This is an optimization exercise on Yosys and OpenROAD, whose aim is small area, a short achievable clock period and few clock cycles per item, not a production implementation. Where RTL was checked, it was by simulation tests only, not by an equivalence proof against the original. No driver is modelled on the clock port, so clocking that relies on it looks cheaper here than on a real chip.

==> v14 <==
## aes128_encr_round_ctrl
module aes128_encr_round_ctrl
#(
  parameter int NUM_ROUNDS = 10,
  parameter int RCNT_W     = 4
) (
  input  logic              clk,
  input  logic              rst,
  input  logic              in_valid,
  output logic              in_ready,
  input  logic [127:0]      plaintext,
  input  logic [127:0]      key,
  output logic              out_valid,
  input  logic              out_ready,
  output logic [127:0]      ciphertext
);
==> module aes128_key_expand_step, before the edit <==
module aes128_key_expand_step
(
  input  logic [127:0] rk,
  input  logic [31:0]  temp,
  output logic [127:0] rk_next
);
  logic [31:0] w0, w1, w2, w3;
  logic [31:0] n0, n1, n2, n3;
  always_comb begin
    w0   = rk[127:96];
    w1   = rk[95:64];
    w2   = rk[63:32];
    w3   = rk[31:0];
    n0   = w0 ^ temp;
    n1   = w1 ^ n0;
    n2   = w2 ^ n1;
    n3   = w3 ^ n2;
    rk_next = {n0, n1, n2, n3};
  end
endmodule
==> module aes128_encr_round_ctrl, before the edit <==
module aes128_encr_round_ctrl
#(
  parameter int NUM_ROUNDS = 10,
  parameter int RCNT_W     = 4
) (
  input  logic              clk,
  input  logic              rst,
  input  logic              in_valid,
  output logic              in_ready,
  input  logic [127:0]      plaintext,
  input  logic [127:0]      key,
  output logic              out_valid,
  input  logic              out_ready,
  output logic [127:0]      ciphertext
);
  if (NUM_ROUNDS != 10) begin : g_bad_rounds
    $error("aes128_encr_round_ctrl: NUM_ROUNDS must be 10 for AES-128");
  end
  if ((1 << RCNT_W) <= NUM_ROUNDS) begin : g_bad_rcnt_w
    $error("aes128_encr_round_ctrl: RCNT_W too narrow for NUM_ROUNDS");
  end
  localparam logic [7:0] RC_LAST = 8'h36;   
  logic [127:0]      st_reg, k_reg, m_reg, km_reg, out_reg;
  logic [127:0]      rk_m, m_next, out_d, k_d;
  logic [31:0]       t_reg, t_next;
  logic [7:0]        s_rc, m_rc;
  logic              s_vld, s_park, s_old;
  logic              m_vld, m_park, m_old, m_wait, m_cont;
  logic              ov_q, nov_q, ir_q, nir_q;   
  logic              leave, park, acc;
  logic [7:0]        s_rc_d;
  logic              s_vld_d, s_park_d, s_old_d, m_old_d, m_wait_d, m_cont_d, ov_d, ir_d;
  logic              leave_n, park_n;
  assign t_next = aes_encr_pkg::sub_rot_word(k_reg[31:0]);
  assign m_next = aes_encr_pkg::shift_rows(aes_encr_pkg::sub_bytes(st_reg));
  aes128_key_expand_step u_key_expand (
    .rk      (km_reg),
    .temp    (t_reg ^ {m_rc, 24'h000000}),
    .rk_next (rk_m)
  );
  assign out_d = m_park ? km_reg : (m_reg ^ rk_m);
  assign leave = m_wait & m_old & nov_q;
  assign park  = m_wait & ~leave;
  assign acc   = in_valid & ~nir_q;
  assign k_d = m_cont ? rk_m : (park ? out_d : key);
  always_comb begin
    if (m_cont) begin
      s_vld_d  = 1'b1;
      s_park_d = 1'b0;
      s_old_d  = m_old;
      s_rc_d   = aes_encr_pkg::xtime(m_rc);
    end else if (park) begin
      s_vld_d  = 1'b1;
      s_park_d = 1'b1;
      s_old_d  = m_old;
      s_rc_d   = m_rc;
    end else begin
      s_vld_d  = acc;
      s_park_d = 1'b0;
      s_old_d  = ~s_vld;
      s_rc_d   = 8'h01;
    end
    m_old_d  = s_old | leave;
    m_wait_d = s_vld & (s_park | (s_rc == RC_LAST));
    m_cont_d = s_vld & ~s_park & (s_rc != RC_LAST);
    ov_d     = leave | (~nov_q & ~out_ready);
    leave_n  = m_wait_d & m_old_d & ~ov_d;
    park_n   = m_wait_d & ~leave_n;
    ir_d     = ~m_cont_d & ~park_n & ~(s_vld_d & ~s_park_d & (s_rc_d == 8'h01));
  end
  always_ff @(posedge clk) begin
    if (rst) begin
      s_vld  <= 1'b0;
      s_park <= 1'b0;
      s_old  <= 1'b0;
      m_vld  <= 1'b0;
      m_park <= 1'b0;
      m_old  <= 1'b0;
      m_wait <= 1'b0;
      m_cont <= 1'b0;
      ov_q   <= 1'b0;
      nov_q  <= 1'b1;
      ir_q   <= 1'b1;
      nir_q  <= 1'b0;
    end else begin
      s_vld  <= s_vld_d;
      s_park <= s_park_d;
      s_old  <= s_old_d;
      m_vld  <= s_vld;
      m_park <= s_park;
      m_old  <= m_old_d;
      m_wait <= m_wait_d;
      m_cont <= m_cont_d;
      ov_q   <= ov_d;
      nov_q  <= ~ov_d;
      ir_q   <= ir_d;
      nir_q  <= ~ir_d;
    end
  end
  always_ff @(posedge clk) begin
    s_rc <= s_rc_d;
    m_rc <= s_rc;
  end
  always_ff @(posedge clk) begin
    m_reg  <= m_next;
    km_reg <= k_reg;
    t_reg  <= t_next;
    k_reg  <= k_d;
    st_reg <= (m_cont ? aes_encr_pkg::mix_columns(m_reg) : plaintext) ^ k_d;
    if (leave) out_reg <= out_d;
  end
  assign in_ready   = ir_q;
  assign out_valid  = ov_q;
  assign ciphertext = out_reg;
endmodule
==> flow/config.mk <==
export PLATFORM = sky130hd
export DESIGN_NAME = aes128_encr_round_ctrl
export DESIGN_NICKNAME = aes128_encr_round_ctrl
export VERILOG_FILES = /design/flow/design.v
export SDC_FILE = /design/flow/constraint.sdc
export NUM_CORES = 8
export LEC_CHECK = 0
export CAP_MARGIN = 20
export CORE_MARGIN = 2
export CORE_UTILIZATION = 30
export SLEW_MARGIN = 20
==> flow/constraint.sdc <==
create_clock -name core_clock -period 20.0 [get_ports {clk}]
set_input_delay 4.0000 -clock core_clock [delete_from_list [all_inputs] [get_ports {clk}]]
set_output_delay 4.0000 -clock core_clock [all_outputs]
set_load 0.01 [all_outputs]
standard.sh (not shown) runs the stock make flow with config.mk's settings and CLKGATE_MAP_FILE= SYNTH_SCRIPT=/design/flow/synth_recipe.tcl, a recipe that flattens the netlist after the stock synthesis.
==> flow/flow/run.sh <==
#!/bin/bash
# Standard ORFS layout, except:
#  - synthesis maps the logic with an area-oriented ABC script (flow/abc.script)
#    instead of ORFS's abc_speed.script; registers are mapped before ABC runs, so
#    they are the standard synthesis's;
#  - ports are buffered with buf_1 (outputs: buf_2) instead of the resizer's default choice
#    (clkdlybuf4s50_1, a delay cell);
#  - timing repair aims at the extra setup and hold margins in flow/setup_margin.txt
#    and flow/hold_margin.txt, if any;
#  - after global placement, the flip-flops that drive output ports are moved next
#    to their port buffers (flow/place_io_flops.tcl);
#  - before CTS, the registers that capture the S-box stage (m_reg, t_reg)
#    are taken off the clock net (flow/clock_detach.tcl), so that CTS builds its
#    tree for the other registers;
#  - after CTS, the clk port drives four root clock buffers, each driving a quarter
#    of the leaf clock buffers directly, in place of CTS's upper tree
#    (flow/clock_top.tcl); the S-box-stage registers get leaf buffers of their own,
#    fed from the roots through one clock delay cell per root: useful skew between
#    internal registers only (flow/clock_stage1.tcl).
set -euo pipefail
W=$PWD
export FLOW_ABC_SCRIPT=$W/flow/abc.script
sed 's|log_cmd abc {\*}$abc_args|log_cmd abc -script $::env(FLOW_ABC_SCRIPT) {*}[lrange $abc_args 2 end]|' \
  "$FLOW_HOME/scripts/synth.tcl" > "$W/synth_core.tcl"
grep -q FLOW_ABC_SCRIPT "$W/synth_core.tcl"
sed "s|source \$::env(SCRIPTS_DIR)/synth.tcl|source $W/synth_core.tcl|" synth_recipe.tcl > "$W/synth_abc.tcl"
grep -q synth_core.tcl "$W/synth_abc.tcl"
bash standard.sh synth SYNTH_SCRIPT="$W/synth_abc.tcl" > "$W/synth.log" 2>&1
EXTRA=(BUFFER_PORTS_ARGS="-buffer_cell sky130_fd_sc_hd__buf_1" CTS_CLUSTER_SIZE=25 CTS_CLUSTER_DIAMETER=100 CORE_UTILIZATION=65 PLACE_DENSITY=0.8 POST_GLOBAL_PLACE_TCL="$W/flow/place_io_flops.tcl" PRE_CTS_TCL="$W/flow/clock_detach.tcl" POST_CTS_TCL="$W/flow/post_cts.tcl")
if [[ -s flow/setup_margin.txt ]]; then
  EXTRA+=(SETUP_SLACK_MARGIN="$(cat flow/setup_margin.txt)")
fi
if [[ -s flow/hold_margin.txt ]]; then
  EXTRA+=(HOLD_SLACK_MARGIN="$(cat flow/hold_margin.txt)")
fi
bash standard.sh finish "${EXTRA[@]}" > "$W/layout.log" 2>&1
==> flow/flow/abc.script <==
&get -n; &st; &synch2; &nf -p -R 1000; &put
==> flow/flow/clock_detach.tcl <==
# Before CTS: take the clock pins of the registers that capture the S-box stage
# (m_reg, t_reg) off the clock net, so that CTS builds its tree for the
# other registers only; clock_stage1.tcl clocks them after CTS.
proc stage1_kind {nm} {
  if {[regexp {^(m_reg|t_reg)\\?\[} $nm]} { return m }
  return ""
}
set n 0
foreach inst [[ord::get_db_block] getInsts] {
  if {[stage1_kind [$inst getName]] eq ""} { continue }
  [$inst findITerm CLK] disconnect
  incr n
}
puts "clock_detach: $n S-box-stage registers taken off the clock net for CTS"
==> flow/flow/clock_stage1.tcl <==
# After CTS and clock_top.tcl: clock the registers that capture the S-box stage
# (m_reg, t_reg) through leaf clock buffers of their own (groups of at most
# 20 registers, split by position), fed from the nearest root clock buffer through
# one clock delay cell per root: useful skew between internal registers only.
proc stage1_kind {nm} {
  if {[regexp {^(m_reg|t_reg)\\?\[} $nm]} { return m }
  return ""
}
proc s1_split {insts maxg} {
  if {[llength $insts] <= $maxg} { return [list $insts] }
  set xs {}; set ys {}
  foreach i $insts { set l [$i getLocation]; lappend xs [lindex $l 0]; lappend ys [lindex $l 1] }
  set xs [lsort -integer $xs]; set ys [lsort -integer $ys]
  set dim [expr {([lindex $xs end] - [lindex $xs 0]) >= ([lindex $ys end] - [lindex $ys 0]) ? 0 : 1}]
  set sorted [lsort -command [list s1_cmp $dim] $insts]
  set h [expr {[llength $sorted] / 2}]
  return [concat [s1_split [lrange $sorted 0 [expr {$h - 1}]] $maxg] [s1_split [lrange $sorted $h end] $maxg]]
}
proc s1_cmp {dim a b} {
  return [expr {[lindex [$a getLocation] $dim] - [lindex [$b getLocation] $dim]}]
}
proc s1_centroid {insts} {
  set sx 0; set sy 0
  foreach i $insts { set l [$i getLocation]; set sx [expr {$sx + [lindex $l 0]}]; set sy [expr {$sy + [lindex $l 1]}] }
  set n [llength $insts]
  return [list [expr {int($sx / $n)}] [expr {int($sy / $n)}]]
}
set block [ord::get_db_block]
set leafm [[ord::get_db] findMaster sky130_fd_sc_hd__clkbuf_16]
set dlym(m) [[ord::get_db] findMaster sky130_fd_sc_hd__clkdlybuf4s50_2]
set dlym(k) [[ord::get_db] findMaster sky130_fd_sc_hd__clkdlybuf4s25_1]
set maxg 20
set roots {}
foreach inst [$block getInsts] { if {[string match "clkroot_*" [$inst getName]]} { lappend roots $inst } }
array unset s1
array set s1 {m {} k {}}
foreach inst [$block getInsts] {
  set k [stage1_kind [$inst getName]]
  if {$k ne ""} { lappend s1($k) $inst }
}
set nl 0
foreach kind {m k} {
  if {[llength $s1($kind)] == 0} { continue }
  array unset byroot
  foreach grp [s1_split $s1($kind) $maxg] {
    lassign [s1_centroid $grp] cx cy
    set leaf [odb::dbInst_create $block $leafm "clkbuf_s1${kind}_$nl"]
    $leaf setLocation $cx $cy
    $leaf setPlacementStatus PLACED
    set net [odb::dbNet_create $block "clknet_s1${kind}_$nl"]
    $net setSigType CLOCK
    [$leaf findITerm X] connect $net
    foreach i $grp { [$i findITerm CLK] connect $net }
    incr nl
    # nearest root
    set best ""; set bd 0
    foreach r $roots {
      set rl [$r getLocation]
      set d [expr {abs([lindex $rl 0] - $cx) + abs([lindex $rl 1] - $cy)}]
      if {$best eq "" || $d < $bd} { set best $r; set bd $d }
    }
    lappend byroot([$best getName]) $leaf
  }
  foreach rname [array names byroot] {
    set r [$block findInst $rname]
    set leaves $byroot($rname)
    lassign [s1_centroid $leaves] dx dy
    set d [odb::dbInst_create $block $dlym($kind) "clkskew_${kind}_$rname"]
    $d setLocation $dx $dy
    $d setPlacementStatus PLACED
    set dnet [odb::dbNet_create $block "clknet_skew_${kind}_$rname"]
    $dnet setSigType CLOCK
    [$d findITerm A] connect [[$r findITerm X] getNet]
    [$d findITerm X] connect $dnet
    foreach l $leaves { [$l findITerm A] connect $dnet }
    puts "clock_stage1: $rname -> [$dlym($kind) getName] -> [llength $leaves] $kind leaves"
  }
}
detailed_placement
Other scripts of this flow, unchanged in this note and not shown: flow/flow/clock_top.tcl, flow/flow/place_io_flops.tcl, flow/flow/post_cts.tcl
==> v33 (differences from v14) <==
--- a/flow/design.v
+++ b/flow/design.v
@@ -190,5 +190,4 @@
 (
   input  logic [127:0] rk,
-  input  logic [31:0]  temp,
   output logic [127:0] rk_next
 );
@@ -200,5 +199,5 @@
     w2   = rk[63:32];
     w3   = rk[31:0];
-    n0   = w0 ^ temp;
+    n0   = w0;
     n1   = w1 ^ n0;
     n2   = w2 ^ n1;
@@ -231,5 +230,5 @@
   logic [127:0]      st_reg, k_reg, m_reg, km_reg, out_reg;
   logic [127:0]      rk_m, m_next, out_d, k_d;
-  logic [31:0]       t_reg, t_next;
+  logic [31:0]       w0_next;
   logic [7:0]        s_rc, m_rc;
   logic              s_vld, s_park, s_old;
@@ -240,16 +239,15 @@
   logic              s_vld_d, s_park_d, s_old_d, m_old_d, m_wait_d, m_cont_d, ov_d, ir_d;
   logic              leave_n, park_n;
-  assign t_next = aes_encr_pkg::sub_rot_word(k_reg[31:0]);
-  assign m_next = aes_encr_pkg::shift_rows(aes_encr_pkg::sub_bytes(st_reg));
+  assign w0_next = k_reg[127:96] ^ {s_rc, 24'h000000} ^ aes_encr_pkg::sub_rot_word(k_reg[31:0]);
+  assign m_next  = s_park ? st_reg : aes_encr_pkg::shift_rows(aes_encr_pkg::sub_bytes(st_reg));
   aes128_key_expand_step u_key_expand (
     .rk      (km_reg),
-    .temp    (t_reg ^ {m_rc, 24'h000000}),
     .rk_next (rk_m)
   );
-  assign out_d = m_park ? km_reg : (m_reg ^ rk_m);
+  assign out_d = m_reg ^ (rk_m & {128{~m_park}});
   assign leave = m_wait & m_old & nov_q;
   assign park  = m_wait & ~leave;
   assign acc   = in_valid & ~nir_q;
-  assign k_d = m_cont ? rk_m : (park ? out_d : key);
+  assign k_d = m_cont ? rk_m : key;
   always_comb begin
     if (m_cont) begin
@@ -312,8 +310,7 @@
   always_ff @(posedge clk) begin
     m_reg  <= m_next;
-    km_reg <= k_reg;
-    t_reg  <= t_next;
+    km_reg <= {w0_next, k_reg[95:0]};
     k_reg  <= k_d;
-    st_reg <= (m_cont ? aes_encr_pkg::mix_columns(m_reg) : plaintext) ^ k_d;
+    st_reg <= park ? out_d : ((m_cont ? aes_encr_pkg::mix_columns(m_reg) : plaintext) ^ k_d);
     if (leave) out_reg <= out_d;
   end
--- a/flow/flow/run.sh
+++ b/flow/flow/run.sh
@@ -10,5 +10,5 @@
 #  - after global placement, the flip-flops that drive output ports are moved next
 #    to their port buffers (flow/place_io_flops.tcl);
-#  - before CTS, the registers that capture the S-box stage (m_reg, t_reg)
+#  - before CTS, the registers that capture the S-box stage (m_reg, km_reg[127:96])
 #    are taken off the clock net (flow/clock_detach.tcl), so that CTS builds its
 #    tree for the other registers;
==> flow/flow/abc.script (replaced) <==
&get -n; &st; &synch2; &nf -R 1000; &put
--- a/flow/flow/clock_detach.tcl
+++ b/flow/flow/clock_detach.tcl
@@ -1,7 +1,8 @@
 # Before CTS: take the clock pins of the registers that capture the S-box stage
-# (m_reg, t_reg) off the clock net, so that CTS builds its tree for the
+# (m_reg, km_reg[127:96]) off the clock net, so that CTS builds its tree for the
 # other registers only; clock_stage1.tcl clocks them after CTS.
 proc stage1_kind {nm} {
-  if {[regexp {^(m_reg|t_reg)\\?\[} $nm]} { return m }
+  if {[regexp {^m_reg\\?\[} $nm]} { return m }
+  if {[regexp {^km_reg\\?\[([0-9]+)\\?\]} $nm -> bit] && $bit >= 96} { return k }
   return ""
 }
--- a/flow/flow/clock_stage1.tcl
+++ b/flow/flow/clock_stage1.tcl
@@ -1,8 +1,11 @@
 # After CTS and clock_top.tcl: clock the registers that capture the S-box stage
-# (m_reg, t_reg) through leaf clock buffers of their own (groups of at most
+# (m_reg, km_reg[127:96]) through leaf clock buffers of their own (groups of at most
 # 20 registers, split by position), fed from the nearest root clock buffer through
-# one clock delay cell per root: useful skew between internal registers only.
+# one clock delay cell per root and kind: useful skew between internal registers only.
+# m_reg gets the longer delay; km_reg[127:96] the shorter one, as its first word also
+# has short paths from k_reg.
 proc stage1_kind {nm} {
-  if {[regexp {^(m_reg|t_reg)\\?\[} $nm]} { return m }
+  if {[regexp {^m_reg\\?\[} $nm]} { return m }
+  if {[regexp {^km_reg\\?\[([0-9]+)\\?\]} $nm -> bit] && $bit >= 96} { return k }
   return ""
 }
@@ -41,5 +44,4 @@
 set nl 0
 foreach kind {m k} {
-  if {[llength $s1($kind)] == 0} { continue }
   array unset byroot
   foreach grp [s1_split $s1($kind) $maxg] {
==> flow/flow/hold_margin.txt (new file) <==
0.08
==> flow/flow/setup_margin.txt (new file) <==
15.0
==> v34 (differences from v14) <==
--- a/flow/design.v
+++ b/flow/design.v
@@ -190,5 +190,4 @@
 (
   input  logic [127:0] rk,
-  input  logic [31:0]  temp,
   output logic [127:0] rk_next
 );
@@ -200,5 +199,5 @@
     w2   = rk[63:32];
     w3   = rk[31:0];
-    n0   = w0 ^ temp;
+    n0   = w0;
     n1   = w1 ^ n0;
     n2   = w2 ^ n1;
@@ -231,5 +230,5 @@
   logic [127:0]      st_reg, k_reg, m_reg, km_reg, out_reg;
   logic [127:0]      rk_m, m_next, out_d, k_d;
-  logic [31:0]       t_reg, t_next;
+  logic [31:0]       w0_next;
   logic [7:0]        s_rc, m_rc;
   logic              s_vld, s_park, s_old;
@@ -240,16 +239,15 @@
   logic              s_vld_d, s_park_d, s_old_d, m_old_d, m_wait_d, m_cont_d, ov_d, ir_d;
   logic              leave_n, park_n;
-  assign t_next = aes_encr_pkg::sub_rot_word(k_reg[31:0]);
-  assign m_next = aes_encr_pkg::shift_rows(aes_encr_pkg::sub_bytes(st_reg));
+  assign w0_next = k_reg[127:96] ^ {s_rc, 24'h000000} ^ aes_encr_pkg::sub_rot_word(k_reg[31:0]);
+  assign m_next  = s_park ? st_reg : aes_encr_pkg::shift_rows(aes_encr_pkg::sub_bytes(st_reg));
   aes128_key_expand_step u_key_expand (
     .rk      (km_reg),
-    .temp    (t_reg ^ {m_rc, 24'h000000}),
     .rk_next (rk_m)
   );
-  assign out_d = m_park ? km_reg : (m_reg ^ rk_m);
+  assign out_d = m_reg ^ (rk_m & {128{~m_park}});
   assign leave = m_wait & m_old & nov_q;
   assign park  = m_wait & ~leave;
   assign acc   = in_valid & ~nir_q;
-  assign k_d = m_cont ? rk_m : (park ? out_d : key);
+  assign k_d = m_cont ? rk_m : key;
   always_comb begin
     if (m_cont) begin
@@ -312,8 +310,7 @@
   always_ff @(posedge clk) begin
     m_reg  <= m_next;
-    km_reg <= k_reg;
-    t_reg  <= t_next;
+    km_reg <= {w0_next, k_reg[95:0]};
     k_reg  <= k_d;
-    st_reg <= (m_cont ? aes_encr_pkg::mix_columns(m_reg) : plaintext) ^ k_d;
+    st_reg <= park ? out_d : ((m_cont ? aes_encr_pkg::mix_columns(m_reg) : plaintext) ^ k_d);
     if (leave) out_reg <= out_d;
   end
--- a/flow/flow/run.sh
+++ b/flow/flow/run.sh
@@ -6,9 +6,8 @@
 #  - ports are buffered with buf_1 (outputs: buf_2) instead of the resizer's default choice
 #    (clkdlybuf4s50_1, a delay cell);
-#  - timing repair aims at the extra setup and hold margins in flow/setup_margin.txt
-#    and flow/hold_margin.txt, if any;
+#  - timing repair aims at the extra setup margin in flow/setup_margin.txt, if any;
 #  - after global placement, the flip-flops that drive output ports are moved next
 #    to their port buffers (flow/place_io_flops.tcl);
-#  - before CTS, the registers that capture the S-box stage (m_reg, t_reg)
+#  - before CTS, the registers that capture the S-box stage (m_reg, km_reg[127:96])
 #    are taken off the clock net (flow/clock_detach.tcl), so that CTS builds its
 #    tree for the other registers;
@@ -31,6 +30,3 @@
   EXTRA+=(SETUP_SLACK_MARGIN="$(cat flow/setup_margin.txt)")
 fi
-if [[ -s flow/hold_margin.txt ]]; then
-  EXTRA+=(HOLD_SLACK_MARGIN="$(cat flow/hold_margin.txt)")
-fi
 bash standard.sh finish "${EXTRA[@]}" > "$W/layout.log" 2>&1
==> flow/flow/abc.script (replaced) <==
&get -n; &st; &synch2; &nf -R 1000; &put
--- a/flow/flow/clock_detach.tcl
+++ b/flow/flow/clock_detach.tcl
@@ -1,7 +1,8 @@
 # Before CTS: take the clock pins of the registers that capture the S-box stage
-# (m_reg, t_reg) off the clock net, so that CTS builds its tree for the
+# (m_reg, km_reg[127:96]) off the clock net, so that CTS builds its tree for the
 # other registers only; clock_stage1.tcl clocks them after CTS.
 proc stage1_kind {nm} {
-  if {[regexp {^(m_reg|t_reg)\\?\[} $nm]} { return m }
+  if {[regexp {^m_reg\\?\[} $nm]} { return m }
+  if {[regexp {^km_reg\\?\[([0-9]+)\\?\]} $nm -> bit] && $bit >= 96} { return k }
   return ""
 }
--- a/flow/flow/clock_stage1.tcl
+++ b/flow/flow/clock_stage1.tcl
@@ -1,8 +1,11 @@
 # After CTS and clock_top.tcl: clock the registers that capture the S-box stage
-# (m_reg, t_reg) through leaf clock buffers of their own (groups of at most
+# (m_reg, km_reg[127:96]) through leaf clock buffers of their own (groups of at most
 # 20 registers, split by position), fed from the nearest root clock buffer through
-# one clock delay cell per root: useful skew between internal registers only.
+# one clock delay cell per root and kind: useful skew between internal registers only.
+# m_reg gets the longer delay; km_reg[127:96] the shorter one, as its first word also
+# has short paths from k_reg.
 proc stage1_kind {nm} {
-  if {[regexp {^(m_reg|t_reg)\\?\[} $nm]} { return m }
+  if {[regexp {^m_reg\\?\[} $nm]} { return m }
+  if {[regexp {^km_reg\\?\[([0-9]+)\\?\]} $nm -> bit] && $bit >= 96} { return k }
   return ""
 }
@@ -41,5 +44,4 @@
 set nl 0
 foreach kind {m k} {
-  if {[llength $s1($kind)] == 0} { continue }
   array unset byroot
   foreach grp [s1_split $s1($kind) $maxg] {
==> qor summary <==
| item | v34 | v14 | v33 |
|---|---|---|---|
| Post-route minimum period | 5080 ps | 5010 ps | 4960 ps |
| Final core occ | 72.2% | 71.6% | 73.6% |
| Endpoint required time on the critical path | 20650 ps | 20200 ps | 16000 ps |
| Critical R2R Launch | k_reg[1] | st_reg[118] | st_reg[115] |
| Worst Min Path Start | st_reg[79] | st_reg[96] | st_reg[81] |
| Worst clock skew | 659 ps | 740 ps | 666 ps |
| FILL cells | 5554 | 5453 | 5497 |
| Gate Count Post-Synth | 4985 | 4691 | 4985 |
| First-pass GRT wire length | 209 mm | 202 mm | 210 mm |
| Inverter count of the layout excluding clock inverters | 52 | 58 | 52 |
| Status | complete, but fails checks | no timing/DRC/antenna violations | no timing/DRC/antenna violations |
| Reasons for failing layout checks | hold timing | - | - |
| Area occupied by multi-input gates | 0.0307 mm² | 0.0304 mm² | 0.0312 mm² |
| Slew of the pin with the lowest slew margin | 1340 ps | 1140 ps | 1170 ps |
| Fraction of the mapped netlist area in compound gates | 5.27% | 4.90% | 5.27% |
Testbench counts of v14, summed over its fixed seeds: cycles 3,880, items 384.
Only the layout flow was run in v33 and v34; the RTL was not checked for function there.

[afterwards: timing with drivers on the ports]
The results above use ideal ports. As a check the final layouts listed here were re-extracted and re-timed, cells and wires unchanged. Step 1 sets driving cells, clkbuf_16 on the clock port and buf_2 on the other inputs (assumed; they add their load-dependent delay and slew). Step 2, shift: input delay + t, output delay - t, t = (earliest + latest rising clock arrival at the registers) / 2. This alone moves slack from input paths to output paths. a / b / c = no drivers / after step 1 / after step 2; a / b = the first two.
| run | shift t [ns] | setup WS [ns] | hold slack, ns | worst setup path after step 2 | clock arrival spread, ns |
|---|---|---|---|---|---|
| v14 | 0.881 | 14.988 / 14.876 / 14.233 | 0.210 / 0.210 / 0.210 | input to register | 0.740 / 0.741 |
| v33 | 0.847 | 15.044 / 14.890 / 14.410 | 0.021 / 0.021 / 0.021 | input to register | 0.681 / 0.681 |
| v34 | 0.843 | 14.921 / 14.879 / 14.413 | -0.041 / -0.040 / -0.040 | input to register | 0.673 / 0.672 |
In every run listed the clock reaches the registers at very different times; t lies between them, and the last value is a rough guide only. For v14, which loses most, drivers alone change the setup slack by -0.112 ns; drivers and shift together by -0.755 ns.
